Context: an optimization exercise on an open-source flow, tuned for small area. The choices shown serve that exercise and are no tape-out recipe. In this exercise RTL edits were held to simulation tests only and were not proved equivalent to the original.

==> flow/design.v (outline; a module is shown in full before it is edited, if it fits) <==
// module fp_adder: 56 lines
// module fp_multiplier: 35 lines
// module fp_sig_mul: 954 lines
// module fp_round: 75 lines
// module fp_lane_front: 21 lines
// module fpr_file: 86 lines
// module fpu_top: 161 lines
module fpu_top
(
    input  logic                fpu_clock,
    input  logic                fpu_reset_b,
    input  fpu_pkg::fpu_op_t    fpu_instr,
    input  fpu_pkg::reg_index_t fs,
    input  fpu_pkg::reg_index_t ft,
    input  fpu_pkg::reg_index_t fd,
    input  fpu_pkg::fp_word_t   data_gpr,
    output fpu_pkg::fp_word_t   result,
    output fpu_pkg::fp_word_t   data_fpr,
    output logic                exception
);
  // ...
==> flow/flow/run.sh <==
#!/bin/bash
# Own layout flow: the standard layout (standard.sh) with these changes:
#  - synthesis maps the combinational logic for area (see flow/synth.tcl);
#    every register is the standard synthesis's
#  - clock tree: no dummy loads, larger sink clusters
#  - port buffers: the smallest buffer
# Each step's full output is in this folder: synth.log, layout.log, and
# ORFS's own logs under orfs/logs.
set -euo pipefail
W=$PWD
F=$W/flow
export MY_ABC_SCRIPT=$F/abc.script
sed "s#SYNTH_SCRIPT=[^ ]*#SYNTH_SCRIPT=$F/synth.tcl #" standard.sh > own_standard.sh
bash own_standard.sh synth > $W/synth.log 2>&1
export CTS_ARGS="-sink_clustering_enable -repair_clock_nets -dont_use_dummy_load -sink_clustering_size 25 -sink_clustering_max_diameter 80"
export BUFFER_PORTS_ARGS="-buffer_cell sky130_fd_sc_hd__buf_1"
bash own_standard.sh finish > $W/layout.log 2>&1
==> flow/flow/abc.script <==
&get -n
&st
&dch
&nf -R 1000 -C 32 -F 8 -A 8
&st
&dch
&nf -R 1000 -C 32 -F 8 -A 8
&st
&dch
&nf -R 1000 -C 32 -F 8 -A 8
&put
topo
stime -c
==> flow/flow/synth.tcl <==
# synth_recipe.tcl with three changes to the combinational mapping (the
# registers are the standard synthesis's): Yosys's synth runs without its
# quick ABC pass, extract_fa extracts full adders only, and the final ABC
# call runs flow/abc.script, an area-oriented mapping.
proc synth {args} { yosys synth -nofsm -noshare -noabc {*}$args }
proc extract_fa {args} { yosys extract_fa -fa }
proc abc {args} {
  set out {}
  set i 0
  while {$i < [llength $args]} {
    set a [lindex $args $i]
    if {$a eq "-script"} {
      lappend out -script $::env(MY_ABC_SCRIPT)
      incr i 2
      continue
    }
    lappend out $a
    incr i
  }
  yosys abc {*}$out
}
source $::env(SCRIPTS_DIR)/synth.tcl
# left out here: clear keep_hierarchy, flatten, clean up, hide names made inside functions, write 1_2_yosys.v
==> flow/standard.sh <==
#!/bin/bash
# synth_recipe.tcl (not shown) runs the flow's synth.tcl, then flattens the netlist and writes it again
# the make line also repeats each setting of config.mk as NAME=value (left out here)
make -C /OpenROAD-flow-scripts/flow DESIGN_CONFIG=/design/flow/config.mk WORK_HOME=/design/flow/orfs CLKGATE_MAP_FILE= SYNTH_SCRIPT=/design/flow/synth_recipe.tcl "${@:-finish}"
==> flow/config.mk <==
export PLATFORM = sky130hd
export DESIGN_NAME = fpu_top
export DESIGN_NICKNAME = fpu_top
export VERILOG_FILES = /design/flow/design.v
export SDC_FILE = /design/flow/constraint.sdc
export NUM_CORES = 8
export LEC_CHECK = 0
export CAP_MARGIN = 20
export CORE_MARGIN = 2
export CORE_UTILIZATION = 40
export PLACE_DENSITY = 0.75
export SLEW_MARGIN = 20
==> flow/constraint.sdc <==
create_clock -name core_clock -period 17.0 [get_ports {fpu_clock}]
set_input_delay 3.4000 -clock core_clock [delete_from_list [all_inputs] [get_ports {fpu_clock}]]
set_output_delay 3.4000 -clock core_clock [all_outputs]
set_load 0.01 [all_outputs]
==> out/qor.tcl, run 1 <==
set qor(outcome) {finished clean}
set qor(clkLatencyLatePin_ns) 0.79
set qor(layout.cells.most_common_list) {sky130_fd_sc_hd__edfxtp_1, sky130_fd_sc_hd__nand2_1, sky130_fd_sc_hd__xnor2_1, sky130_fd_sc_hd__nor2_1, sky130_fd_sc_hd__o22ai_1}
set qor(globalRouteMet3Util) 0.188
set qor(cts-hold-fix-buffers) 0
set qor(grt_max_degree) 71
set qor(die-area_um2) 226000
set qor(signal_buffer_area_fraction) 0.0388
set qor(worst_setup_path_start_kind) {flop}
set qor(chipHeight_um) 475
set qor(count_of_flip_flops_with_a_built_in_enable_after_synthesis) 1024
set qor(synth_area_per_cell_um2) 10.3
set qor(synth_warnings) 5
set qor(grt_most_used_layer) {met2}
set qor(max_cap_viol_count) 0
set qor(hold_slack_ns) 0.440
set qor(grt_setup_unrepaired) {no}
set qor(utilization) 0.453
set qor(post_cts.resized_instances) 0
set qor(clockNetworkAreaShare) 0.0191
set qor(slowest_delay_ns) 0.64
set qor(final.setup.tns_ns) 0
set qor(layout_min_cycle_time_ns) 15.76
set qor(fin_worst_skew_ns) 0.152
set qor(totalWireLength_um) 440000
set qor(r2r_end) {m_sig_o[27]}
set qor(synth.most_common_cell) {sky130_fd_sc_hd__edfxtp_1}
set qor(ant_nets) 0
set qor(multi_input_area_share) 0.534
set qor(post_synthesis_async_set_or_reset_flop_share) 0
set qor(seq_total_area) 0.358
set qor(worst_setup_path_startpoint) {w_fd[2]}
set qor(route.vias.total) 88500
set qor(h-tree-depth) 3
set qor(top_layer_used) {met5}
==> module fp_adder, before the edit <==
module fp_adder
(
    input  fpu_pkg::fp_word_t a,
    input  fpu_pkg::fp_word_t b,
    output logic [27:0]       sig,         
    output logic signed [9:0] exp,
    output logic              sign,
    output logic [1:0]        spec
);
    logic        a_zero, b_zero;           
    logic        a_ge;
    logic [7:0]  big_e, small_e;
    logic [22:0] big_m, small_m;
    logic        big_s, small_s;
    logic [23:0] big_sig, small_sig;
    logic [7:0]  exp_diff;
    logic        eff_sub;
    logic [25:0] sh0, sh1, sh2, sh3, sh4, sh5;
    logic        st1, st2, st3, st4, st5;
    logic [26:0] aligned;
    assign a_zero = (a[30:23] == 8'd0);
    assign b_zero = (b[30:23] == 8'd0);
    assign a_ge   = b_zero | (~a_zero & (a[30:0] >= b[30:0]));
    assign big_e   = a_ge ? a[30:23] : b[30:23];
    assign big_m   = a_ge ? a[22:0]  : b[22:0];
    assign big_s   = a_ge ? a[31]    : b[31];
    assign small_e = a_ge ? b[30:23] : a[30:23];
    assign small_m = a_ge ? b[22:0]  : a[22:0];
    assign small_s = a_ge ? b[31]    : a[31];
    assign big_sig   = (big_e == 8'd0)   ? 24'd0 : {1'b1, big_m};
    assign small_sig = (small_e == 8'd0) ? 24'd0 : {1'b1, small_m};
    assign exp_diff  = big_e - small_e;
    assign eff_sub   = big_s ^ small_s;
    assign sh0 = {small_sig, 2'b00};
    assign sh1 = exp_diff[4] ? {16'd0, sh0[25:16]} : sh0;
    assign st1 = exp_diff[4] & (|sh0[15:0]);
    assign sh2 = exp_diff[3] ? {8'd0, sh1[25:8]} : sh1;
    assign st2 = st1 | (exp_diff[3] & (|sh1[7:0]));
    assign sh3 = exp_diff[2] ? {4'd0, sh2[25:4]} : sh2;
    assign st3 = st2 | (exp_diff[2] & (|sh2[3:0]));
    assign sh4 = exp_diff[1] ? {2'd0, sh3[25:2]} : sh3;
    assign st4 = st3 | (exp_diff[1] & (|sh3[1:0]));
    assign sh5 = exp_diff[0] ? {1'd0, sh4[25:1]} : sh4;
    assign st5 = st4 | (exp_diff[0] & sh4[0]);
    always_comb
    begin
        if (exp_diff > 8'd26)
            aligned = {26'd0, |small_sig};      
        else
            aligned = {sh5, st5};
        sig = {1'b0, big_sig, 3'b000} + ({1'b0, aligned} ^ {28{eff_sub}}) + {27'd0, eff_sub};
    end
    assign exp  = $signed({2'b00, big_e});
    assign sign = big_s;
    assign spec = ((&a[30:23]) | (&b[30:23])) ? 2'b01 : 2'b00;
endmodule
==> module fp_multiplier, before the edit <==
module fp_multiplier
(
    input  fpu_pkg::fp_word_t a,
    input  fpu_pkg::fp_word_t b,
    output logic [27:0]       sig,         
    output logic signed [9:0] exp,
    output logic              sign,
    output logic [1:0]        spec
);
    localparam logic signed [9:0] exp_bias = 127;
    logic        a_nan, b_nan, a_inf, b_inf, a_zero, b_zero;
    assign a_nan  = (&a[30:23]) & (|a[22:0]);
    assign b_nan  = (&b[30:23]) & (|b[22:0]);
    assign a_inf  = (&a[30:23]) & ~(|a[22:0]);
    assign b_inf  = (&b[30:23]) & ~(|b[22:0]);
    assign a_zero = (a[30:23] == 8'd0);
    assign b_zero = (b[30:23] == 8'd0);
    assign sign   = a[31] ^ b[31];
    logic [25:0] hi;
    logic        st;
    fp_sig_mul i_sig (.a({1'b1, a[22:0]}), .b({1'b1, b[22:0]}), .hi(hi), .st(st));
    assign sig  = {hi, 1'b0, st};
    assign exp  = $signed({2'b00, a[30:23]}) + $signed({2'b00, b[30:23]}) - exp_bias;
    always_comb
    begin
        if (a_nan | b_nan | (a_inf & b_zero) | (a_zero & b_inf))
            spec = 2'b01;                           
        else if (a_inf | b_inf)
            spec = 2'b10;                           
        else if (a_zero | b_zero)
            spec = 2'b11;                           
        else
            spec = 2'b00;
    end
endmodule
==> module fp_lane_front, before the edit <==
module fp_lane_front
(
    input  logic              is_mul,
    input  fpu_pkg::fp_word_t a,
    input  fpu_pkg::fp_word_t b,
    output logic [27:0]       sig,
    output logic signed [9:0] exp,
    output logic              sign,
    output logic [1:0]        spec
);
    logic [27:0]       add_sig, mul_sig;
    logic signed [9:0] add_exp, mul_exp;
    logic              add_sign, mul_sign;
    logic [1:0]        add_spec, mul_spec;
    fp_adder      i_add (.a(a), .b(b), .sig(add_sig), .exp(add_exp), .sign(add_sign), .spec(add_spec));
    fp_multiplier i_mul (.a(a), .b(b), .sig(mul_sig), .exp(mul_exp), .sign(mul_sign), .spec(mul_spec));
    assign sig  = is_mul ? mul_sig  : add_sig;
    assign exp  = is_mul ? mul_exp  : add_exp;
    assign sign = is_mul ? mul_sign : add_sign;
    assign spec = is_mul ? mul_spec : add_spec;
endmodule
==> run 2: changes to the inputs <==
--- a/flow/design.v
+++ b/flow/design.v
@@ -20,17 +20,19 @@
     typedef logic [8+23:0] fp_word_t;
     typedef logic [2*(8+23+1)-1:0] fp_pair_t;
     typedef logic [$clog2(32)-1:0] reg_index_t;
 endpackage
 module fp_adder
 (
     input  fpu_pkg::fp_word_t a,
     input  fpu_pkg::fp_word_t b,
-    output logic [27:0]       sig,         
+    output logic [27:0]       sig_x,       
+    output logic [27:0]       sig_y,       
+    output logic              sig_c,
     output logic signed [9:0] exp,
     output logic              sign,
     output logic [1:0]        spec
 );
     logic        a_zero, b_zero;           
     logic        a_ge;
     logic [7:0]  big_e, small_e;
     logic [22:0] big_m, small_m;
@@ -66,44 +68,49 @@
     assign sh5 = exp_diff[0] ? {1'd0, sh4[25:1]} : sh4;
     assign st5 = st4 | (exp_diff[0] & sh4[0]);
     always_comb
     begin
         if (exp_diff > 8'd26)
             aligned = {26'd0, |small_sig};      
         else
             aligned = {sh5, st5};
-        sig = {1'b0, big_sig, 3'b000} + ({1'b0, aligned} ^ {28{eff_sub}}) + {27'd0, eff_sub};
+        sig_x = {1'b0, big_sig, 3'b000};
+        sig_y = {1'b0, aligned} ^ {28{eff_sub}};
+        sig_c = eff_sub;
     end
     assign exp  = $signed({2'b00, big_e});
     assign sign = big_s;
     assign spec = ((&a[30:23]) | (&b[30:23])) ? 2'b01 : 2'b00;
 endmodule
 module fp_multiplier
 (
     input  fpu_pkg::fp_word_t a,
     input  fpu_pkg::fp_word_t b,
-    output logic [27:0]       sig,         
+    output logic [27:0]       sig_x,       
+    output logic [27:0]       sig_y,
+    output logic              sig_c,
+    output logic              sticky,      
     output logic signed [9:0] exp,
     output logic              sign,
     output logic [1:0]        spec
 );
     localparam logic signed [9:0] exp_bias = 127;
     logic        a_nan, b_nan, a_inf, b_inf, a_zero, b_zero;
     assign a_nan  = (&a[30:23]) & (|a[22:0]);
     assign b_nan  = (&b[30:23]) & (|b[22:0]);
     assign a_inf  = (&a[30:23]) & ~(|a[22:0]);
     assign b_inf  = (&b[30:23]) & ~(|b[22:0]);
     assign a_zero = (a[30:23] == 8'd0);
     assign b_zero = (b[30:23] == 8'd0);
     assign sign   = a[31] ^ b[31];
-    logic [25:0] hi;
-    logic        st;
-    fp_sig_mul i_sig (.a({1'b1, a[22:0]}), .b({1'b1, b[22:0]}), .hi(hi), .st(st));
-    assign sig  = {hi, 1'b0, st};
+    logic [25:0] ua, ub;
+    fp_sig_mul i_sig (.a({1'b1, a[22:0]}), .b({1'b1, b[22:0]}), .ua(ua), .ub(ub), .c22(sig_c), .st(sticky));
+    assign sig_x = {ua, 2'b11};
+    assign sig_y = {ub, 2'b00};
     assign exp  = $signed({2'b00, a[30:23]}) + $signed({2'b00, b[30:23]}) - exp_bias;
     always_comb
     begin
         if (a_nan | b_nan | (a_inf & b_zero) | (a_zero & b_inf))
             spec = 2'b01;                           
         else if (a_inf | b_inf)
             spec = 2'b10;                           
         else if (a_zero | b_zero)
@@ -111,17 +118,19 @@
         else
             spec = 2'b00;
     end
 endmodule
 module fp_sig_mul
 (
     input  logic [23:0] a,
     input  logic [23:0] b,
-    output logic [25:0] hi,
+    output logic [25:0] ua,
+    output logic [25:0] ub,
+    output logic        c22,
     output logic        st
 );
     wire one0 = b[0] ^ 1'b0;
     wire two0 = (b[1] & ~b[0] & ~1'b0) | (~b[1] & b[0] & 1'b0);
     wire neg0 = b[1] & ~(b[0] & 1'b0);
     wire x1 = (one0 & a[0]) ^ neg0;
     wire x2 = ((one0 & a[1]) | (two0 & a[0])) ^ neg0;
     wire x3 = ((one0 & a[2]) | (two0 & a[1])) ^ neg0;
@@ -1058,18 +1067,20 @@
     wire c901 = (c727 & c809) | (c727 & s810) | (c809 & s810);
     wire s902 = a[23] ^ c811 ^ s812;
     wire c903 = (a[23] & c811) | (a[23] & s812) | (c811 & s812);
     wire s904 = ~c813;
     wire c905 = c813;
     wire [47:0] ra = {c903, c901, c899, c897, c895, c893, c891, c889, c887, c885, c883, c881, c879, c877, c875, c873, c871, c869, c867, c865, c863, c861, c859, c857, c855, c853, c851, c849, c847, c845, c843, c841, c839, c837, c835, c833, c831, c829, c827, c825, c823, c821, c819, c817, c815, neg1, x2, x1};
     wire [47:0] rb = {s904, s902, s900, s898, s896, s894, s892, s890, s888, s886, s884, s882, s880, s878, s876, s874, s872, s870, s868, s866, s864, s862, s860, s858, s856, s854, s852, s850, s848, s846, s844, s842, s840, s838, s836, s834, s832, s830, s828, s826, s824, s822, s820, s818, s816, s814, 1'b0, neg0};
     wire [22:0] lo = {1'b0, ra[21:0]} + {1'b0, rb[21:0]};
-    assign st = |lo[21:0];
-    assign hi = ra[47:22] + rb[47:22] + {25'd0, lo[22]};
+    assign st  = |lo[21:0];
+    assign c22 = lo[22];
+    assign ua  = ra[47:22];
+    assign ub  = rb[47:22];
 endmodule
 module fp_round
 (
     input  logic [27:0]       sig,
     input  logic signed [9:0] exp,
     input  logic              sign,
     input  logic [1:0]        spec,        
     output fpu_pkg::fp_word_t res,
@@ -1146,23 +1157,32 @@
     input  logic              is_mul,
     input  fpu_pkg::fp_word_t a,
     input  fpu_pkg::fp_word_t b,
     output logic [27:0]       sig,
     output logic signed [9:0] exp,
     output logic              sign,
     output logic [1:0]        spec
 );
-    logic [27:0]       add_sig, mul_sig;
+    logic [27:0]       add_x, add_y, mul_x, mul_y, sum;
+    logic              add_c, mul_c, mul_st;
     logic signed [9:0] add_exp, mul_exp;
     logic              add_sign, mul_sign;
     logic [1:0]        add_spec, mul_spec;
-    fp_adder      i_add (.a(a), .b(b), .sig(add_sig), .exp(add_exp), .sign(add_sign), .spec(add_spec));
-    fp_multiplier i_mul (.a(a), .b(b), .sig(mul_sig), .exp(mul_exp), .sign(mul_sign), .spec(mul_spec));
-    assign sig  = is_mul ? mul_sig  : add_sig;
+    fp_adder      i_add (.a(a), .b(b), .sig_x(add_x), .sig_y(add_y), .sig_c(add_c),
+                         .exp(add_exp), .sign(add_sign), .spec(add_spec));
+    fp_multiplier i_mul (.a(a), .b(b), .sig_x(mul_x), .sig_y(mul_y), .sig_c(mul_c), .sticky(mul_st),
+                         .exp(mul_exp), .sign(mul_sign), .spec(mul_spec));
+    logic [27:0] sx, sy;
+    logic        sc;
+    assign sx   = is_mul ? mul_x : add_x;
+    assign sy   = is_mul ? mul_y : add_y;
+    assign sc   = is_mul ? mul_c : add_c;
+    assign sum  = sx + sy + {27'd0, sc};
+    assign sig  = is_mul ? {sum[27:2], 1'b0, mul_st} : sum;
     assign exp  = is_mul ? mul_exp  : add_exp;
     assign sign = is_mul ? mul_sign : add_sign;
     assign spec = is_mul ? mul_spec : add_spec;
 endmodule
 module fpr_file
 (
     input  logic                fpu_clock,
     input  logic                fpu_reset_b,
==> flow/config.mk (replaced) <==
export PLATFORM = sky130hd
export DESIGN_NAME = fpu_top
export DESIGN_NICKNAME = fpu_top
export VERILOG_FILES = /design/flow/design.v
export SDC_FILE = /design/flow/constraint.sdc
export NUM_CORES = 8
export LEC_CHECK = 0
export CAP_MARGIN = 20
export CORE_MARGIN = 2
export CORE_UTILIZATION = 40
export SLEW_MARGIN = 20
==> run 2 against run 1 <==
Net effect: global-route usage rose by 0.18 points; count of clock-buffer cells in the layout rose by 10; worst setup slack improved by 0.41 ns; routed wire length fell by 1.1%; die area fell by 1.2%; register-to-register slack improved by 0.41 ns; non-clock buffer count fell by 65; critical path depth fell by 24.
==> out/qor.tcl, run 2 <==
set qor(final-hold-violation-count) 0 ;# unchanged
set qor(first_iter_violations) 17600 ;# was 20100
set qor(slew_headroom) 0.164 ;# was 0.107
set qor(cts.path.max_buffers) 3 ;# unchanged
set qor(global_route_wire_length_before_repair_um) 608000 ;# was 612000 um
set qor(outcome) {finished clean} ;# unchanged
set qor(layout_min_cycle_time_ns) 15.35 ;# was 15.76 ns
set qor(hold_slack_ns) 0.455 ;# was 0.440 ns
set qor(drt-pass1-iter-count) 15 ;# was 17
set qor(area_delta_synth_final_pct) 12.0 ;# was 12.3%
set qor(grt_pass1_vias) 82100 ;# was 84100
set qor(die-area_um2) 223000 ;# was 226000 um2
set qor(critical_path.slowest_cell) {sky130_fd_sc_hd__nand4_1} ;# was sky130_fd_sc_hd__dfxtp_1
set qor(post_cts.resized_instances) 0 ;# unchanged
set qor(net_total_in_the_final_layout) 9594 ;# was 9840
set qor(ant_nets) 0 ;# unchanged
set qor(min_period_over_period) 0.903 ;# was 0.927
set qor(chipHeight_um) 472 ;# was 475 um
set qor(tritoncts_clock_tree) {yes} ;# unchanged
set qor(area_of_combinational_cells_with_multiple_inputs_um2) 52100 ;# was 53300 um2
set qor(postCtsSetupBuffers) 0 ;# unchanged
set qor(commonest_non_fill_non_tap_cell_in_the_layout) {sky130_fd_sc_hd__edfxtp_1} ;# unchanged
set qor(post_synth_instance_area_um2) 87700 ;# was 88800 um2
set qor(drc_violation_count_after_routing) 0 ;# unchanged
set qor(clkLatencyLatePin_ns) 0.84 ;# was 0.79 ns
set qor(timing.reg2reg.setup_slack_ns) 1.65 ;# was 1.24 ns
set qor(synth.most_common_cell) {sky130_fd_sc_hd__edfxtp_1} ;# unchanged
set qor(r2r_end) {m_sig_e[24]} ;# was m_sig_o[27]
set qor(post-route-worst-setup-slack_ns) 1.65 ;# was 1.24 ns
set qor(h-tree-depth) 3 ;# unchanged
set qor(yosysTopAreaCell) {sky130_fd_sc_hd__edfxtp_1} ;# unchanged
set qor(top_layer_used) {met5} ;# unchanged
set qor(totalWireLength_um) 435000 ;# was 440000 um
set qor(timing.critical_path.to_type) {flop} ;# unchanged
set qor(synth_nets) 9000 ;# was 9191
set qor(count_of_flip_flops_with_a_built_in_enable_after_synthesis) 1024 ;# unchanged
set qor(timing.critical_path.arrival_ns) 16.05 ;# was 16.34 ns
set qor(holdPathStages) 1 ;# was 0
set qor(buffer_ports.inserted) 117 ;# unchanged
set qor(post_synthesis_async_set_or_reset_flop_share) 0 ;# unchanged
set qor(timing.critical_path.max_delay_family) {simple AND/OR/NAND/NOR gates} ;# was compound AO/OA/AOI/OAI gates
set qor(post_route_cells_drive_above_1_share) 0.0748 ;# was 0.0802
set qor(worstHoldPathType) {flop to flop} ;# unchanged
set qor(ys_seq_elements) 1273 ;# unchanged
set qor(hpwl_um) 285000 ;# was 301000 um
set qor(timing.critical_path.required_ns) 17.70 ;# was 17.58 ns
set qor(grt_antenna_before_repair) 26 ;# was 29
set qor(cts-hold-fix-buffers) 0 ;# unchanged
set qor(detailed_routed_wire_length_on_met2_um) 178000 ;# was 174000 um
set qor(gp_routability_congestion) 1.03 ;# was 1.06
set qor(start_util) 0.403 ;# about the same
set qor(maxSlewViolCount) 0 ;# unchanged
set qor(final.setup.tns_ns) 0 ;# unchanged
set qor(synthFlopType) {sky130_fd_sc_hd__edfxtp_1} ;# unchanged
set qor(post_synth_most_frequent_cells) {sky130_fd_sc_hd__edfxtp_1, sky130_fd_sc_hd__nand2_1, sky130_fd_sc_hd__nor2_1} ;# unchanged
set qor(register_area_um2) 35700 ;# about the same
set qor(path_buf_inv) 4 ;# was 6
set qor(gr-total-overflow) 0 ;# unchanged
set qor(syn-instance-count) 8423 ;# was 8614
set qor(ctsRootBufferMaster) {sky130_fd_sc_hd__clkbuf_16} ;# unchanged
set qor(critPathMaxFanout) 68 ;# was 18
set qor(startpoint_of_the_lowest_slack_hold_path) {fd_q[2]} ;# was m_fd[2]
set qor(synthDominantCellAreaShare) 0.351 ;# was 0.346
set qor(worst_setup_path_start_kind) {flop} ;# unchanged
set qor(cts.reportedPaths.clkPinSlew_ns) 0.09 ;# was 0.07 ns
set qor(worstRegToRegCells) 47 ;# was 71
set qor(layout_top_registers) {i_fpr_file.bank_e x512, i_fpr_file.bank_o x512} ;# unchanged
set qor(fin_worst_skew_ns) 0.152 ;# about the same
set qor(finalSetupViolations) 0 ;# unchanged
set qor(ys_top_cells_by_area) {sky130_fd_sc_hd__edfxtp_1, sky130_fd_sc_hd__fa_1, sky130_fd_sc_hd__xnor2_1} ;# unchanged
set qor(die_w_um) 472 ;# was 475 um
set qor(grt_setup_unrepaired) {no} ;# unchanged
set qor(cts_num_sinks) 1273 ;# unchanged
set qor(core_area_um2) 218000 ;# was 220000 um2
set qor(max_slew.worst_pin.slew_ns) 1.25 ;# was 1.30 ns
set qor(route.vias.total) 85700 ;# was 88500
set qor(drt_via_density) 7.21 ;# was 7.22
set qor(synth.yosys.seq_area_share) 0.407 ;# was 0.403
set qor(synth_warnings) 5 ;# unchanged
set qor(fmaxAchievable_mhz) 65.1 ;# was 63.5 MHz
set qor(num_rows) 171 ;# was 172
set qor(dr_wl_cell_um) 36.6 ;# was 35.9 um
set qor(hold-path-endpoint) {m_fd[2]} ;# was w_fd[2]
set qor(criticalPathCategory) {flop to flop} ;# unchanged
set qor(critical_path.reg2reg.startpoint) {fs_q[1]} ;# was w_fd[2]
set qor(m1_wire_length_um) 151000 ;# was 146000 um
set qor(max_cap_viol_count) 0 ;# unchanged
set qor(synth_area_per_cell_um2) 10.4 ;# was 10.3 um2
set qor(preCtsSetupSlack_ns) 2.07 ;# was 1.27 ns
set qor(met3RoutedLength_um) 70300 ;# was 81100 um
set qor(tritoncts.num_buffers) 86 ;# was 76
set qor(layout.cells.most_common_list) {sky130_fd_sc_hd__edfxtp_1, sky130_fd_sc_hd__nand2_1, sky130_fd_sc_hd__nor2_1, sky130_fd_sc_hd__xnor2_1, sky130_fd_sc_hd__o22ai_1} ;# was sky130_fd_sc_hd__edfxtp_1, sky130_fd_sc_hd__nand2_1, sky130_fd_sc_hd__xnor2_1, sky130_fd_sc_hd__nor2_1, sky130_fd_sc_hd__o22ai_1
set qor(io_pins) 118 ;# unchanged
set qor(grt_max_degree) 105 ;# was 71
set qor(yosys.cell_types.count) 69 ;# was 68
set qor(slowest_delay_ns) 0.91 ;# was 0.64 ns
set qor(fillers) 20300 ;# was 20400
set qor(grt_use_total) 0.378 ;# was 0.376
==> run 2: metal layers <==
layer,GRT usage,vias up
met5,0,-
met3,0.162,2030
met2,0.540,7883
met1,0.464,41300
li1,-,34500
met4,0.244,26
==> run 2: cell type report <==
type,count,area share
tap,2854,0.0363
sequential,1273,0.364
multi-input combinational,6837,0.531
clock buffer,86,0.0219
timing repair buffer,506,0.0345
inverter,313,0.0120
antenna,26,0.000662
==> run 2: cells by family (layout without fill, tap and decap cells) <==
| logic type | count (synthesis) | after routing | synth area share |
|---|---|---|---|
| fa+ha+maj | 535 | 535 | 0.121 |
| flops | 1273 | 1273 | 0.407 |
| simple gates | 2526 | 2526 | 0.135 |
| other cells | 0 | 26 | 0 |
| xor+xnor | 728 | 728 | 0.0727 |
| compound gates | 2849 | 2849 | 0.228 |
| mux | 199 | 199 | 0.0232 |
| buf+inv | 313 | 905 | 0.0134 |
==> run 2: how the worst max path moves through the flow <==
stage	cells past startpoint	from	to	slack (ns)
5_1_grt	50	fs_q[1]	m_sig_e[24]	0.56
3_3_place_gp	46	ft_q[4]	m_sig_e[24]	2.13
4_1_cts	50	fs_q[1]	m_sig_e[24]	2.13
2_1_floorplan	34	fs_q[0]	m_sig_e[24]	0.1
3_5_place_dp	50	fs_q[1]	m_sig_e[24]	2.07
6_report	47	fs_q[1]	m_sig_e[24]	1.65
==> run 2: stage by stage <==
step / area (um2) / std cells / util
finish: 98200 / 11900 / 0.451
global route: 98200 / 11900 / 0.451
CTS: 98100 / 11900 / 0.451
detailed placement: 96000 / 11800 / 0.441
global placement: 96000 / 11800 / 0.441
floorplan: 87700 / 8423 / -
==> run 2: worst reg2reg max path, delay by kind of cell (launching register included) <==
kind | cells | cell delay, ns
buf+inv | 4 | 2.07
simple gates | 18 | 4.85
compound gates | 17 | 4.73
xor+xnor | 4 | 1.46
mux | 1 | 0.12
fa+ha+maj | 3 | 1.43
flops | 1 | 0.64
==> run 3: changes to the inputs <==
--- a/flow/config.mk
+++ b/flow/config.mk
@@ -8,4 +8,4 @@
 export CAP_MARGIN = 20
 export CORE_MARGIN = 2
-export CORE_UTILIZATION = 40
+export CORE_UTILIZATION = 55
 export SLEW_MARGIN = 20
==> run 3 against run 2 <==
Net effect: count of clock-buffer cells in the layout down 9; via count up 1.6%; non-clock buffer count down 3; cell count down 6.7%; hold slack worse by 0.027 ns; worst setup slack better by 0.091 ns; still clean on timing, DRC and antenna; critical path type unchanged; die area down 27%.
==> out/qor.tcl, run 3 <==
set qor(fmaxAchievable_mhz) 65.5 ;# was 65.1 MHz
set qor(io_pins) 118 ;# unchanged
set qor(min_period_over_period) 0.898 ;# was 0.903
set qor(slowest_delay_ns) 0.93 ;# was 0.91 ns
set qor(cts_num_sinks) 1273 ;# unchanged
set qor(die-area_um2) 163000 ;# was 223000 um2
set qor(timing.critical_path.to_type) {flop} ;# unchanged
set qor(post_route_cells_drive_above_1_share) 0.0745 ;# was 0.0748
set qor(layout_min_cycle_time_ns) 15.26 ;# was 15.35 ns
set qor(die_w_um) 403 ;# was 472 um
set qor(count_of_flip_flops_with_a_built_in_enable_after_synthesis) 1024 ;# unchanged
set qor(cts-hold-fix-buffers) 0 ;# unchanged
set qor(tritoncts_clock_tree) {yes} ;# unchanged
set qor(ctsRootBufferMaster) {sky130_fd_sc_hd__clkbuf_16} ;# unchanged
set qor(global_route_wire_length_before_repair_um) 597000 ;# was 608000 um
set qor(post_synth_instance_area_um2) 87700 ;# unchanged
set qor(finalSetupViolations) 0 ;# unchanged
set qor(drc_violation_count_after_routing) 0 ;# unchanged
set qor(start_util) 0.554 ;# was 0.403
set qor(yosys.area_share.xor_xnor) 0.0727 ;# unchanged
set qor(cts.path.max_buffers) 3 ;# unchanged
set qor(final-hold-violation-count) 0 ;# unchanged
set qor(drt-pass1-iter-count) 20 ;# was 15
set qor(maxSlewViolCount) 0 ;# unchanged
set qor(totalWireLength_um) 427000 ;# was 435000 um
set qor(area_delta_synth_final_pct) 10.6 ;# was 12.0%
set qor(slew_headroom) 0.106 ;# was 0.164
set qor(hpwl_um) 282000 ;# was 285000 um
set qor(synth_area_per_cell_um2) 10.4 ;# unchanged
set qor(synth.yosys.seq_area_share) 0.407 ;# unchanged
set qor(gp_routability_congestion) 1.14 ;# was 1.03
set qor(max_slew.worst_pin.slew_ns) 1.33 ;# was 1.25 ns
set qor(utilization) 0.613 ;# was 0.451
set qor(drt_via_density) 7.85 ;# was 7.21
set qor(postCtsSetupBuffers) 0 ;# unchanged
set qor(grt_use_total) 0.510 ;# was 0.378
set qor(num_rows) 146 ;# was 171
set qor(grt_max_degree) 104 ;# was 105
set qor(layout_top_registers) {i_fpr_file.bank_e x512, i_fpr_file.bank_o x512} ;# unchanged
set qor(commonest_non_fill_non_tap_cell_in_the_layout) {sky130_fd_sc_hd__edfxtp_1} ;# unchanged
set qor(post_cts.resized_instances) 0 ;# unchanged
set qor(grt_antenna_before_repair) 24 ;# was 26
set qor(cts.reportedPaths.clkPinSlew_ns) 0.08 ;# was 0.09 ns
set qor(yosysTopAreaCell) {sky130_fd_sc_hd__edfxtp_1} ;# unchanged
set qor(yosys.cell_types.count) 69 ;# unchanged
set qor(post_synth_most_frequent_cells) {sky130_fd_sc_hd__edfxtp_1, sky130_fd_sc_hd__nand2_1, sky130_fd_sc_hd__nor2_1} ;# unchanged
set qor(h-tree-depth) 3 ;# unchanged
set qor(first_iter_violations) 19400 ;# was 17600
set qor(net_total_in_the_final_layout) 9582 ;# was 9594
set qor(buffer_ports.inserted) 117 ;# unchanged
set qor(synth_compound_area_frac) 0.228 ;# unchanged
set qor(timing.critical_path.arrival_ns) 15.89 ;# was 16.05 ns
set qor(timing.critical_path.required_ns) 17.63 ;# was 17.70 ns
set qor(max_cap_viol_count) 0 ;# unchanged
set qor(muxShareOfSynthArea) 0.0232 ;# unchanged
set qor(simple_gate_area_share_of_the_yosys_netlist) 0.135 ;# unchanged
set qor(worst_setup_path_start_kind) {flop} ;# unchanged
set qor(synthFlopType) {sky130_fd_sc_hd__edfxtp_1} ;# unchanged
set qor(tritoncts.num_buffers) 77 ;# was 86
set qor(critPathMaxFanout) 103 ;# was 68
set qor(syn-instance-count) 8423 ;# unchanged
set qor(grt_pass1_vias) 82900 ;# was 82100
set qor(synth_warnings) 5 ;# unchanged
set qor(ys_seq_elements) 1273 ;# unchanged
set qor(critical_path.slowest_cell) {sky130_fd_sc_hd__dfxtp_1} ;# was sky130_fd_sc_hd__nand4_1
set qor(timing.critical_path.mode_cell) {sky130_fd_sc_hd__nor2_1}
set qor(synth_nets) 9000 ;# unchanged
set qor(chipHeight_um) 403 ;# was 472 um
set qor(synthDominantCellAreaShare) 0.351 ;# unchanged
set qor(worstHoldPathType) {flop to flop} ;# unchanged
set qor(synth-adder-area-share) 0.121 ;# unchanged
set qor(ys_top_cells_by_area) {sky130_fd_sc_hd__edfxtp_1, sky130_fd_sc_hd__fa_1, sky130_fd_sc_hd__xnor2_1} ;# unchanged
set qor(outcome) {finished clean} ;# unchanged
set qor(dr_wl_cell_um) 38.5 ;# was 36.6 um
set qor(fin_worst_skew_ns) 0.136 ;# was 0.152 ns
set qor(ant_nets) 0 ;# unchanged
set qor(criticalPathCategory) {flop to flop} ;# unchanged
set qor(gr-total-overflow) 0 ;# unchanged
set qor(core_area_um2) 158000 ;# was 218000 um2
set qor(fillers) 13100 ;# was 20300
set qor(layout.cells.most_common_list) {sky130_fd_sc_hd__edfxtp_1, sky130_fd_sc_hd__nand2_1, sky130_fd_sc_hd__nor2_1, sky130_fd_sc_hd__xnor2_1, sky130_fd_sc_hd__o22ai_1} ;# unchanged
set qor(combinational_family_with_the_most_area_after_synthesis) {compound AO/OA/AOI/OAI gates} ;# unchanged
set qor(final.setup.tns_ns) 0 ;# unchanged
set qor(clkLatencyLatePin_ns) 0.78 ;# was 0.84 ns
set qor(route.vias.total) 87100 ;# was 85700
set qor(grt_setup_unrepaired) {no} ;# unchanged
set qor(post_synthesis_async_set_or_reset_flop_share) 0 ;# unchanged
set qor(synth.most_common_cell) {sky130_fd_sc_hd__edfxtp_1} ;# unchanged
## run 3: cell counts after synthesis
Identical to the previous run, type by type.
## run 3: worst paths after layout
check          start          end  slack (ns)  cells after the start
max          ft_q[4]  m_sig_o[22]        1.74                     54
min          m_fd[2]      w_fd[2]        0.43                      0
max reg2reg  ft_q[4]  m_sig_o[22]        1.74                     54
min reg2reg  m_fd[2]      w_fd[2]        0.43                      0
## run 3: kinds of logic (layout without fill, tap and decap cells)
group / after synthesis / count (layout)
AO/OA/AOI/OAI: 2849 / 2849
AND/OR/NAND/NOR: 2526 / 2526
flip-flops: 1273 / 1273
XOR/XNOR: 728 / 728
adder cells (fa/ha/maj): 535 / 535
buffers and inverters: 313 / 893
multiplexers: 199 / 199
other: 0 / 21
## run 3: routing by layer
metal | track usage | vias to the layer above | part of all wire
met5 | 0 | - | 0.00043
met4 | 0.341 | 24 | 0.091
met3 | 0.256 | 2442 | 0.19
met2 | 0.702 | 8903 | 0.39
met1 | 0.625 | 41300 | 0.33
li1 | - | 34400 | -
## run 3: critical path: cells and delay by family (launching register included)
kind / cells / cell delay [ns]
and+or+nand+nor: 23 / 3.95
xor gates and xnor gates: 3 / 1.01
AOI/OAI and AO/OA: 18 / 5.09
buffers and inverters: 5 / 1.82
DFF: 1 / 0.93
muxes: 3 / 1.31
adders and majority gates: 2 / 0.95
## run 3: cell type report
| type | count | area [um2] | area share |
|---|---|---|---|
| tap | 2072 | 2590 | 0.0267 |
| timing repair buffer | 503 | 3360 | 0.0347 |
| sequential | 1273 | 35700 | 0.368 |
| multi-input combinational | 6837 | 52200 | 0.538 |
| inverter | 313 | 1180 | 0.0122 |
| clock buffer | 77 | 1930 | 0.0199 |
| antenna | 21 | 52.6 | 0.000542 |
## run 3: metrics by stage
step	setup slack [ns]	instances	cell area [um2]	hold WS, ns
floorplan	0.0950	8423	87700	0.398
global placement	2.37	11000	95000	0.421
detailed placement	2.22	11000	95000	0.420
CTS	2.15	11100	96900	0.429
global route	0.711	11100	97000	0.441
finish	1.74	11100	97000	0.429
==> module fp_round, before the edit <==
module fp_round
(
    input  logic [27:0]       sig,
    input  logic signed [9:0] exp,
    input  logic              sign,
    input  logic [1:0]        spec,        
    output fpu_pkg::fp_word_t res,
    output logic              exception
);
    localparam fpu_pkg::fp_word_t inf_word = 32'h7f80_0000;
    logic [26:0]       n0, n1, n2, n3, n4, n5;
    logic [4:0]        lz;
    logic [26:0]       norm;
    logic signed [9:0] norm_exp;
    logic              round_up;
    logic [24:0]       rounded;
    logic signed [9:0] final_exp;
    assign n0    = sig[26:0];
    assign lz[4] = ~|n0[26:11];
    assign n1    = lz[4] ? {n0[10:0], 16'd0} : n0;
    assign lz[3] = ~|n1[26:19];
    assign n2    = lz[3] ? {n1[18:0], 8'd0} : n1;
    assign lz[2] = ~|n2[26:23];
    assign n3    = lz[2] ? {n2[22:0], 4'd0} : n2;
    assign lz[1] = ~|n3[26:25];
    assign n4    = lz[1] ? {n3[24:0], 2'd0} : n3;
    assign lz[0] = ~n4[26];
    assign n5    = lz[0] ? {n4[25:0], 1'd0} : n4;
    always_comb
    begin
        if (sig[27])
            norm = {sig[27:2], sig[1] | sig[0]};
        else
            norm = n5;
        norm_exp = exp + (sig[27] ? 10'sd1 : ~$signed({5'd0, lz})) + {9'd0, ~sig[27]};
        round_up  = norm[2] & (norm[1] | norm[0] | norm[3]);
        rounded   = {1'b0, norm[26:3]} + {24'd0, round_up};
        final_exp = norm_exp + $signed({9'd0, rounded[24]});
    end
    always_comb
    begin
        exception = 1'b0;
        case (spec)
            2'b01:
            begin
                res       = 32'h7f80_0001;
                exception = 1'b1;
            end
            2'b10:
            begin
                res       = {sign, inf_word[30:0]};
                exception = 1'b1;
            end
            2'b11:
                res = {sign, 31'd0};
            default:
            begin
                if (sig == 28'd0)
                    res = '0;
                else if (final_exp >= 10'sd255)
                begin
                    res       = {sign, inf_word[30:0]};
                    exception = 1'b1;
                end
                else if (final_exp < 10'sd1)
                begin
                    res       = '0;
                    exception = 1'b1;
                end
                else
                    res = {sign, final_exp[7:0], rounded[22:0]};
            end
        endcase
    end
endmodule
==> module fpr_file, before the edit <==
module fpr_file
(
    input  logic                fpu_clock,
    input  logic                fpu_reset_b,
    input  logic                wbe_we,
    input  logic [3:0]          wbe_row,
    input  fpu_pkg::fp_word_t   wbe_data,
    input  logic                wbo_we,
    input  logic [3:0]          wbo_row,
    input  fpu_pkg::fp_word_t   wbo_data,
    input  logic                fwm_we,
    input  fpu_pkg::reg_index_t fwm_idx,
    input  fpu_pkg::fp_word_t   fwm_data,
    input  logic                fww_we_e,
    input  logic                fww_we_o,
    input  fpu_pkg::reg_index_t fww_idx,
    input  fpu_pkg::fp_word_t   fww_data,
    input  fpu_pkg::reg_index_t rs_idx,
    input  fpu_pkg::reg_index_t rt_idx,
    output fpu_pkg::fp_word_t   se_data,
    output fpu_pkg::fp_word_t   so_data,
    output fpu_pkg::fp_word_t   te_data,
    output fpu_pkg::fp_word_t   to_data
);
    logic [15:0][31:0] bank_e, bank_o;
    fpu_pkg::fp_word_t wbe_word, wbo_word;
    logic [15:0]       wbe_en, wbo_en;
    assign wbe_word = wbe_data;
    assign wbo_word = wbo_data;
    always_comb
    begin
        for (int i = 0; i < 16; i++)
        begin
            wbe_en[i] = fpu_reset_b | (wbe_we & (wbe_row == 4'(i)));
            wbo_en[i] = fpu_reset_b | (wbo_we & (wbo_row == 4'(i)));
        end
    end
    always_ff @(posedge fpu_clock)
    begin
        for (int i = 0; i < 16; i++)
        begin
            if (wbe_en[i])
                bank_e[i] <= wbe_word;
            if (wbo_en[i])
                bank_o[i] <= wbo_word;
        end
    end
    logic [15:0] s_row, t_row, se_sel, so_sel, te_sel, to_sel;
    always_comb
    begin
        s_row = 16'd1 << rs_idx[4:1];
        t_row = 16'd1 << rt_idx[4:1];
    end
    assign so_sel = s_row;
    assign to_sel = t_row;
    assign se_sel = rs_idx[0] ? {s_row[14:0], s_row[15]} : s_row;
    assign te_sel = rt_idx[0] ? {t_row[14:0], t_row[15]} : t_row;
    fpu_pkg::reg_index_t se_reg, so_reg, te_reg, to_reg;
    assign se_reg = {rs_idx[4:1] + {3'd0, rs_idx[0]}, 1'b0};
    assign so_reg = {rs_idx[4:1], 1'b1};
    assign te_reg = {rt_idx[4:1] + {3'd0, rt_idx[0]}, 1'b0};
    assign to_reg = {rt_idx[4:1], 1'b1};
    logic se_m, so_m, te_m, to_m, se_w, so_w, te_w, to_w;
    assign se_m = fwm_we & (fwm_idx == se_reg);
    assign so_m = fwm_we & (fwm_idx == so_reg);
    assign te_m = fwm_we & (fwm_idx == te_reg);
    assign to_m = fwm_we & (fwm_idx == to_reg);
    assign se_w = ~se_m & fww_we_e & (fww_idx == se_reg);
    assign so_w = ~so_m & fww_we_o & (fww_idx == so_reg);
    assign te_w = ~te_m & fww_we_e & (fww_idx == te_reg);
    assign to_w = ~to_m & fww_we_o & (fww_idx == to_reg);
    always_comb
    begin
        se_data = ({32{se_m}} & fwm_data) | ({32{se_w}} & fww_data);
        so_data = ({32{so_m}} & fwm_data) | ({32{so_w}} & fww_data);
        te_data = ({32{te_m}} & fwm_data) | ({32{te_w}} & fww_data);
        to_data = ({32{to_m}} & fwm_data) | ({32{to_w}} & fww_data);
        for (int i = 0; i < 16; i++)
        begin
            se_data = se_data | ({32{se_sel[i] & ~se_m & ~se_w}} & bank_e[i]);
            so_data = so_data | ({32{so_sel[i] & ~so_m & ~so_w}} & bank_o[i]);
            te_data = te_data | ({32{te_sel[i] & ~te_m & ~te_w}} & bank_e[i]);
            to_data = to_data | ({32{to_sel[i] & ~to_m & ~to_w}} & bank_o[i]);
        end
    end
endmodule
==> module fpu_top, before the edit <==
module fpu_top
(
    input  logic                fpu_clock,
    input  logic                fpu_reset_b,
    input  fpu_pkg::fpu_op_t    fpu_instr,
    input  fpu_pkg::reg_index_t fs,
    input  fpu_pkg::reg_index_t ft,
    input  fpu_pkg::reg_index_t fd,
    input  fpu_pkg::fp_word_t   data_gpr,
    output fpu_pkg::fp_word_t   result,
    output fpu_pkg::fp_word_t   data_fpr,
    output logic                exception
);
    logic [3:0]          op_q;
    fpu_pkg::reg_index_t fs_q, ft_q, fd_q;
    fpu_pkg::fp_word_t   g_q;
    always_ff @(posedge fpu_clock)
    begin
        if (fpu_reset_b)
            op_q <= 4'd0;
        else
            op_q <= fpu_instr;
        fs_q <= fs;
        ft_q <= ft;
        fd_q <= fd;
        g_q  <= data_gpr;
    end
    logic is_arith, is_mul, is_sub, is_pair, is_mfc1, is_mtc1;
    assign is_arith = (op_q >= 4'd1) && (op_q <= 4'd6);
    assign is_mul   = (op_q == 4'd5) || (op_q == 4'd6);
    assign is_sub   = (op_q == 4'd3) || (op_q == 4'd4);
    assign is_pair  = (op_q == 4'd2) || (op_q == 4'd4) || (op_q == 4'd6);
    assign is_mfc1  = (op_q == 4'd13);
    assign is_mtc1  = (op_q == 4'd14);
    fpu_pkg::fp_word_t se, so, te, to;
    fpu_pkg::fp_word_t   w_e, w_o;
    logic                w_we_e, w_we_o, w_mt, w_rs_e, w_rs_o, w_exc;
    fpu_pkg::reg_index_t w_fd;
    logic                m_mt;
    fpu_pkg::reg_index_t m_fd;
    fpu_pkg::fp_word_t   m_data;
    fpr_file i_fpr_file
    (
        .fpu_clock   (fpu_clock),
        .fpu_reset_b (fpu_reset_b),
        .wbe_we      (w_we_e),
        .wbe_row     (w_fd[4:1] + {3'd0, w_fd[0]}),
        .wbe_data    (w_e),
        .wbo_we      (w_we_o),
        .wbo_row     (w_fd[4:1]),
        .wbo_data    (w_o),
        .fwm_we      (m_mt),
        .fwm_idx     (m_fd),
        .fwm_data    (m_data),
        .fww_we_e    (w_mt & w_we_e),
        .fww_we_o    (w_mt & w_we_o),
        .fww_idx     (w_fd),
        .fww_data    (w_e),
        .rs_idx      (fs_q),
        .rt_idx      (ft_q),
        .se_data     (se),
        .so_data     (so),
        .te_data     (te),
        .to_data     (to)
    );
    fpu_pkg::fp_word_t rs_word, data_fpr_q;
    assign rs_word  = fs_q[0] ? so : se;
    assign data_fpr = is_mfc1 ? rs_word : data_fpr_q;
    always_ff @(posedge fpu_clock)
    begin
        if (fpu_reset_b)
            data_fpr_q <= '0;
        else if (is_mfc1)
            data_fpr_q <= rs_word;
    end
    fpu_pkg::fp_word_t te_op, to_op;
    logic              same_par;
    assign same_par = (fs_q[0] == ft_q[0]);
    assign te_op    = same_par ? te : to;
    assign to_op    = same_par ? to : te;
    logic [27:0]       sig_e_d, sig_o_d;
    logic signed [9:0] exp_e_d, exp_o_d;
    logic              sign_e_d, sign_o_d;
    logic [1:0]        spec_e_d, spec_o_d;
    fp_lane_front i_front_e
    (
        .is_mul (is_mul),
        .a      (se),
        .b      ({te_op[31] ^ is_sub, te_op[30:0]}),
        .sig    (sig_e_d),
        .exp    (exp_e_d),
        .sign   (sign_e_d),
        .spec   (spec_e_d)
    );
    fp_lane_front i_front_o
    (
        .is_mul (is_mul),
        .a      (so),
        .b      ({to_op[31] ^ is_sub, to_op[30:0]}),
        .sig    (sig_o_d),
        .exp    (exp_o_d),
        .sign   (sign_o_d),
        .spec   (spec_o_d)
    );
    logic                m_valid, m_pair, m_fs0;
    logic [27:0]         m_sig_e, m_sig_o;
    logic signed [9:0]   m_exp_e, m_exp_o;
    logic                m_sign_e, m_sign_o;
    logic [1:0]          m_spec_e, m_spec_o;
    always_ff @(posedge fpu_clock)
    begin
        if (fpu_reset_b)
        begin
            m_valid <= 1'b0;
            m_mt    <= 1'b0;
        end
        else
        begin
            m_valid <= is_arith;
            m_mt    <= is_mtc1;
        end
        m_pair   <= is_pair;
        m_fs0    <= fs_q[0];
        m_fd     <= is_mtc1 ? fs_q : fd_q;
        m_sig_e  <= is_mtc1 ? g_q[27:0] : sig_e_d;
        m_sig_o  <= sig_o_d;
        m_exp_e  <= is_mtc1 ? $signed({6'd0, g_q[31:28]}) : exp_e_d;
        m_exp_o  <= exp_o_d;
        m_sign_e <= sign_e_d;
        m_sign_o <= sign_o_d;
        m_spec_e <= spec_e_d;
        m_spec_o <= spec_o_d;
    end
    assign m_data = {m_exp_e[3:0], m_sig_e};
    fpu_pkg::fp_word_t r_e, r_o;
    logic              x_e, x_o;
    fp_round i_round_e (.sig(m_sig_e), .exp(m_exp_e), .sign(m_sign_e), .spec(m_spec_e), .res(r_e), .exception(x_e));
    fp_round i_round_o (.sig(m_sig_o), .exp(m_exp_o), .sign(m_sign_o), .spec(m_spec_o), .res(r_o), .exception(x_o));
    logic                wgo, mgo, xlane, prev_hit;
    fpu_pkg::reg_index_t w_fd_next;
    assign wgo       = m_valid & ~fpu_reset_b;
    assign mgo       = m_mt & ~fpu_reset_b;
    assign xlane     = m_fs0 ^ m_fd[0];
    assign w_fd_next = w_fd + 5'd1;
    assign prev_hit  = ~w_mt & (((w_we_e | w_we_o) & (w_fd == m_fd))
                                | (w_we_e & w_we_o & (w_fd_next == m_fd)));
    always_ff @(posedge fpu_clock)
    begin
        w_e    <= wgo ? (xlane ? r_o : r_e) : mgo ? m_data : '0;
        w_o    <= wgo ? (xlane ? r_e : r_o) : mgo ? m_data : '0;
        w_we_e <= (wgo & (m_pair | ~m_fd[0])) | (mgo & ~m_fd[0] & ~prev_hit);
        w_we_o <= (wgo & (m_pair | m_fd[0]))  | (mgo & m_fd[0] & ~prev_hit);
        w_mt   <= mgo;
        w_rs_e <= wgo & (m_pair ^ ~m_fd[0]);
        w_rs_o <= wgo & ~(m_pair ^ ~m_fd[0]);
        w_fd   <= m_fd;
        w_exc  <= wgo & (m_pair ? (x_e | x_o) : (m_fs0 ? x_o : x_e));
    end
    assign result    = ({32{w_rs_e}} & w_e) | ({32{w_rs_o}} & w_o);
    assign exception = w_exc;
endmodule
==> run 4: changes to the inputs <==
--- a/flow/design.v
+++ b/flow/design.v
@@ -1112,8 +1112,8 @@
         else
             norm = n5;
-        norm_exp = exp + (sig[27] ? 10'sd1 : ~$signed({5'd0, lz})) + {9'd0, ~sig[27]};
         round_up  = norm[2] & (norm[1] | norm[0] | norm[3]);
         rounded   = {1'b0, norm[26:3]} + {24'd0, round_up};
-        final_exp = norm_exp + $signed({9'd0, rounded[24]});
+        norm_exp  = sig[27] ? 10'sd1 : -$signed({5'd0, lz});
+        final_exp = exp + norm_exp + $signed({9'd0, rounded[24]});
     end
     always_comb
@@ -1156,4 +1156,6 @@
 (
     input  logic              is_mul,
+    input  logic              is_mt,       
+    input  fpu_pkg::fp_word_t mt_word,
     input  fpu_pkg::fp_word_t a,
     input  fpu_pkg::fp_word_t b,
@@ -1174,10 +1176,10 @@
     logic [27:0] sx, sy;
     logic        sc;
-    assign sx   = is_mul ? mul_x : add_x;
-    assign sy   = is_mul ? mul_y : add_y;
-    assign sc   = is_mul ? mul_c : add_c;
+    assign sx   = is_mt ? mt_word[27:0] : is_mul ? mul_x : add_x;
+    assign sy   = is_mt ? 28'd0 : is_mul ? mul_y : add_y;
+    assign sc   = ~is_mt & (is_mul ? mul_c : add_c);
     assign sum  = sx + sy + {27'd0, sc};
-    assign sig  = is_mul ? {sum[27:2], 1'b0, mul_st} : sum;
-    assign exp  = is_mul ? mul_exp  : add_exp;
+    assign sig  = (is_mul & ~is_mt) ? {sum[27:2], 1'b0, mul_st} : sum;
+    assign exp  = is_mt ? $signed({6'd0, mt_word[31:28]}) : is_mul ? mul_exp : add_exp;
     assign sign = is_mul ? mul_sign : add_sign;
     assign spec = is_mul ? mul_spec : add_spec;
@@ -1210,6 +1212,6 @@
     fpu_pkg::fp_word_t wbe_word, wbo_word;
     logic [15:0]       wbe_en, wbo_en;
-    assign wbe_word = wbe_data;
-    assign wbo_word = wbo_data;
+    assign wbe_word = wbe_data & {32{~fpu_reset_b}};
+    assign wbo_word = wbo_data & {32{~fpu_reset_b}};
     always_comb
     begin
@@ -1356,4 +1358,6 @@
     (
         .is_mul (is_mul),
+        .is_mt  (is_mtc1),
+        .mt_word(g_q),
         .a      (se),
         .b      ({te_op[31] ^ is_sub, te_op[30:0]}),
@@ -1366,4 +1370,6 @@
     (
         .is_mul (is_mul),
+        .is_mt  (1'b0),
+        .mt_word('0),
         .a      (so),
         .b      ({to_op[31] ^ is_sub, to_op[30:0]}),
@@ -1393,7 +1399,7 @@
         m_fs0    <= fs_q[0];
         m_fd     <= is_mtc1 ? fs_q : fd_q;
-        m_sig_e  <= is_mtc1 ? g_q[27:0] : sig_e_d;
+        m_sig_e  <= sig_e_d;
         m_sig_o  <= sig_o_d;
-        m_exp_e  <= is_mtc1 ? $signed({6'd0, g_q[31:28]}) : exp_e_d;
+        m_exp_e  <= exp_e_d;
         m_exp_o  <= exp_o_d;
         m_sign_e <= sign_e_d;
--- a/flow/config.mk
+++ b/flow/config.mk
@@ -8,4 +8,4 @@
 export CAP_MARGIN = 20
 export CORE_MARGIN = 2
-export CORE_UTILIZATION = 55
+export CORE_UTILIZATION = 40
 export SLEW_MARGIN = 20
==> run 4 against run 3 <==
Net effect: still clean; final area rose by 1.2%; clock skew rose by 0.013 ns; die area rose by 37%; critical path type unchanged; critical endpoint is now m_sig_e[26]; largest cell class unchanged; highest routed layer unchanged.
==> out/qor.tcl, run 4 <==
set qor(outcome) {finished clean} ;# unchanged
set qor(path_buf_inv) 6 ;# was 5
set qor(critPathMaxFanout) 23 ;# was 103
set qor(min_period_over_period) 0.895 ;# was 0.898
set qor(net_total_in_the_final_layout) 9627 ;# was 9582
set qor(ys_top_cells_by_area) {sky130_fd_sc_hd__edfxtp_1, sky130_fd_sc_hd__fa_1, sky130_fd_sc_hd__dfxtp_1} ;# was sky130_fd_sc_hd__edfxtp_1, sky130_fd_sc_hd__fa_1, sky130_fd_sc_hd__xnor2_1
set qor(grt_max_degree) 100 ;# was 104
set qor(globalRouteMet2Util) 0.553 ;# was 0.702
set qor(post_synth_instance_area_um2) 87500 ;# was 87700 um2
set qor(layout_top_registers) {i_fpr_file.bank_e x512, i_fpr_file.bank_o x512} ;# unchanged
set qor(synth.most_common_cell) {sky130_fd_sc_hd__edfxtp_1} ;# unchanged
set qor(timing.critical_path.mode_cell) {sky130_fd_sc_hd__nor2_1} ;# unchanged
set qor(dr_wl_cell_um) 36.5 ;# was 38.5 um
set qor(grt_pass1_vias) 82800 ;# was 82900
set qor(worst_setup_path_start_kind) {flop} ;# unchanged
set qor(criticalPathCategory) {flop to flop} ;# unchanged
set qor(synth_warnings) 5 ;# unchanged
set qor(globalRouteMet3Util) 0.147 ;# was 0.256
set qor(clkLatencyLatePin_ns) 0.80 ;# was 0.78 ns
set qor(critical_path.slowest_cell) {sky130_fd_sc_hd__dfxtp_1} ;# unchanged
set qor(grt_use_total) 0.377 ;# was 0.510
set qor(met1_grt_util) 0.458 ;# was 0.625
set qor(num_rows) 171 ;# was 146
set qor(die_w_um) 472 ;# was 403 um
set qor(preCtsSetupSlack_ns) 2.24 ;# was 2.22 ns
set qor(ctsRootBufferMaster) {sky130_fd_sc_hd__clkbuf_16} ;# unchanged
set qor(final-hold-violation-count) 0 ;# unchanged
set qor(post_cts.resized_instances) 0 ;# unchanged
set qor(count_of_flip_flops_with_a_built_in_enable_after_synthesis) 1024 ;# unchanged
set qor(cts.reportedPaths.clkPinSlew_ns) 0.08 ;# about the same
set qor(fmaxAchievable_mhz) 65.7 ;# was 65.5 MHz
set qor(start_util) 0.403 ;# was 0.554
set qor(chipHeight_um) 472 ;# was 403 um
set qor(final.setup.tns_ns) 0 ;# unchanged
set qor(timing.critical_path.to_type) {flop} ;# unchanged
set qor(maxSlewViolCount) 0 ;# unchanged
set qor(synth_nets) 9018 ;# was 9000
set qor(max_slew.worst_pin.slew_ns) 1.26 ;# was 1.33 ns
set qor(layout_min_cycle_time_ns) 15.22 ;# was 15.26 ns
set qor(gp_routability_congestion) 1.03 ;# was 1.14
set qor(tritoncts_clock_tree) {yes} ;# unchanged
set qor(slew_headroom) 0.157 ;# was 0.106
set qor(cts.path.max_buffers) 3 ;# unchanged
set qor(synth_area_per_cell_um2) 10.4 ;# about the same
set qor(finalSetupViolations) 0 ;# unchanged
set qor(post-route-worst-setup-slack_ns) 1.78 ;# was 1.74 ns
set qor(layout.cells.most_common_list) {sky130_fd_sc_hd__edfxtp_1, sky130_fd_sc_hd__nand2_1, sky130_fd_sc_hd__nor2_1, sky130_fd_sc_hd__o22ai_1, sky130_fd_sc_hd__fa_1} ;# was sky130_fd_sc_hd__edfxtp_1, sky130_fd_sc_hd__nand2_1, sky130_fd_sc_hd__nor2_1, sky130_fd_sc_hd__xnor2_1, sky130_fd_sc_hd__o22ai_1
set qor(placement.cell_area_um2) 96100 ;# was 95000 um2
set qor(synth.yosys.seq_area_share) 0.409 ;# was 0.407
set qor(ant_nets) 0 ;# unchanged
set qor(route.vias.total) 85600 ;# was 87100
set qor(instances_no_fill) 11900 ;# was 11100
set qor(syn-instance-count) 8441 ;# was 8423
set qor(area_delta_synth_final_pct) 12.2 ;# was 10.6%
set qor(grt_setup_unrepaired) {no} ;# unchanged
set qor(gr-total-overflow) 0 ;# unchanged
set qor(post_route_cells_drive_above_1_share) 0.0770 ;# was 0.0745
set qor(max_cap_viol_count) 0 ;# unchanged
set qor(design_area_um2) 98200 ;# was 97000 um2
set qor(timing.critical_path.arrival_ns) 15.89 ;# about the same
set qor(hpwl_um) 288000 ;# was 282000 um
set qor(fin_worst_skew_ns) 0.149 ;# was 0.136 ns
set qor(hold_slack_ns) 0.428 ;# was 0.429 ns
set qor(slowest_delay_ns) 0.92 ;# was 0.93 ns
set qor(post_synth_most_frequent_cells) {sky130_fd_sc_hd__edfxtp_1, sky130_fd_sc_hd__nor2_1, sky130_fd_sc_hd__nand2_1} ;# was sky130_fd_sc_hd__edfxtp_1, sky130_fd_sc_hd__nand2_1, sky130_fd_sc_hd__nor2_1
set qor(first_iter_violations) 16600 ;# was 19400
set qor(tritoncts.num_buffers) 81 ;# was 77
set qor(cts_num_sinks) 1273 ;# unchanged
set qor(h-tree-depth) 3 ;# unchanged
set qor(yosys.cell_types.count) 65 ;# was 69
set qor(drt-pass1-iter-count) 15 ;# was 20
set qor(grt_most_used_layer) {met2} ;# unchanged
set qor(cts-hold-fix-buffers) 0 ;# unchanged
set qor(postCtsSetupBuffers) 0 ;# unchanged
set qor(synthDominantCellAreaShare) 0.352 ;# was 0.351
set qor(commonest_non_fill_non_tap_cell_in_the_layout) {sky130_fd_sc_hd__edfxtp_1} ;# unchanged
set qor(yosysTopAreaCell) {sky130_fd_sc_hd__edfxtp_1} ;# unchanged
set qor(buffer_ports.inserted) 117 ;# unchanged
set qor(drt_via_density) 7.18 ;# was 7.85
set qor(placed_instances) 11800 ;# was 11000
set qor(grt_antenna_before_repair) 35 ;# was 24
set qor(timing.critical_path.required_ns) 17.67 ;# was 17.63 ns
set qor(core_area_um2) 217000 ;# was 158000 um2
set qor(synthFlopType) {sky130_fd_sc_hd__edfxtp_1} ;# unchanged
set qor(post_synthesis_async_set_or_reset_flop_share) 0 ;# unchanged
set qor(worstHoldPathType) {flop to flop} ;# unchanged
set qor(drc_violation_count_after_routing) 0 ;# unchanged
set qor(utilization) 0.452 ;# was 0.613
set qor(global_route_wire_length_before_repair_um) 608000 ;# was 597000 um
set qor(ys_seq_elements) 1273 ;# unchanged
set qor(timing.critical_path.max_delay_family) {simple AND/OR/NAND/NOR gates} ;# was compound AO/OA/AOI/OAI gates
set qor(totalWireLength_um) 435000 ;# was 427000 um
set qor(io_pins) 118 ;# unchanged
set qor(die-area_um2) 222000 ;# was 163000 um2
==> run 4: changes by cell type after synthesis, moves of 54 or more <==
cell                       change
sky130_fd_sc_hd__xnor2_1     -349
sky130_fd_sc_hd__xor2_1      +318
sky130_fd_sc_hd__nand3_1      +54
sky130_fd_sc_hd__nor2_1      +119
sky130_fd_sc_hd__nand2_1     -153
sky130_fd_sc_hd__a22oi_1      +60
sky130_fd_sc_hd__clkinv_1     -56
==> run 4: cell type report <==
cell class              instances  area [um2]
diodes                         19        47.5
clock buffers                  81        2030
fillers                     20200      119000
inverters                     257         970
multi-input cells            6911       52300
flip-flops and latches       1273       35700
well taps                    2854        3570
repair buffers                526        3520
==> run 4: path summary, 6_finish.rpt <==
check / start / to / slack, ns / cells past startpoint
setup reg to reg: ft_q[4] / m_sig_e[26] / 1.78 / 56
setup / recovery: ft_q[4] / m_sig_e[26] / 1.78 / 56
hold / removal: fd_q[4] / m_fd[4] / 0.43 / 2
hold reg to reg: fd_q[4] / m_fd[4] / 0.43 / 2
==> run 4: logic make-up after synthesis <==
logic type      share of synthesized area
fa+ha+maj                           0.122
mux                                0.0176
simple gates                        0.136
compound gates                      0.235
buf+inv                            0.0110
flops                               0.409
xor+xnor                           0.0698
==> run 4: tightest hold or removal path, stage by stage, from the launching register on <==
cell	delay (ns)
sky130_fd_sc_hd__dfxtp_1	0.31
sky130_fd_sc_hd__nand2_1	0.04
sky130_fd_sc_hd__nand2_1	0.05
==> run 4: per-layer routing <==
layer	share of wire	vias up
li1	-	34600
met1	0.34	41300
met2	0.42	7620
met3	0.15	2016
met4	0.085	30
met5	0.00061	-

==> afterwards: timing with drivers on the ports <==
In the flow no input, the clock included, has a driving cell. The finished layouts below were timed again as built, in two steps.
Step 1 (the two cells are an assumption about what drives the block):
set clk [get_ports {fpu_clock}]
set_driving_cell -lib_cell sky130_fd_sc_hd__clkbuf_16 $clk
set_driving_cell -lib_cell sky130_fd_sc_hd__buf_2 [delete_from_list [all_inputs] $clk]
Step 2 also shifts input and output timing later by t, the mid clock arrival at the registers, as if the neighbouring blocks saw the same clock.
a / b / c = ideal / step 1 / step 2; a / b = the first two.
run	t (ns)	setup WS [ns]	pins driven straight from the clock port
run 1	0.803	1.241 / 1.241 / 1.241	1
run 2	0.852	1.649 / 1.649 / 1.649	1
run 3	0.809	1.741 / 1.741 / 1.741	1
run 4	0.821	1.781 / 1.781 / 1.781	1
After both steps setup and hold are still met in every run listed.
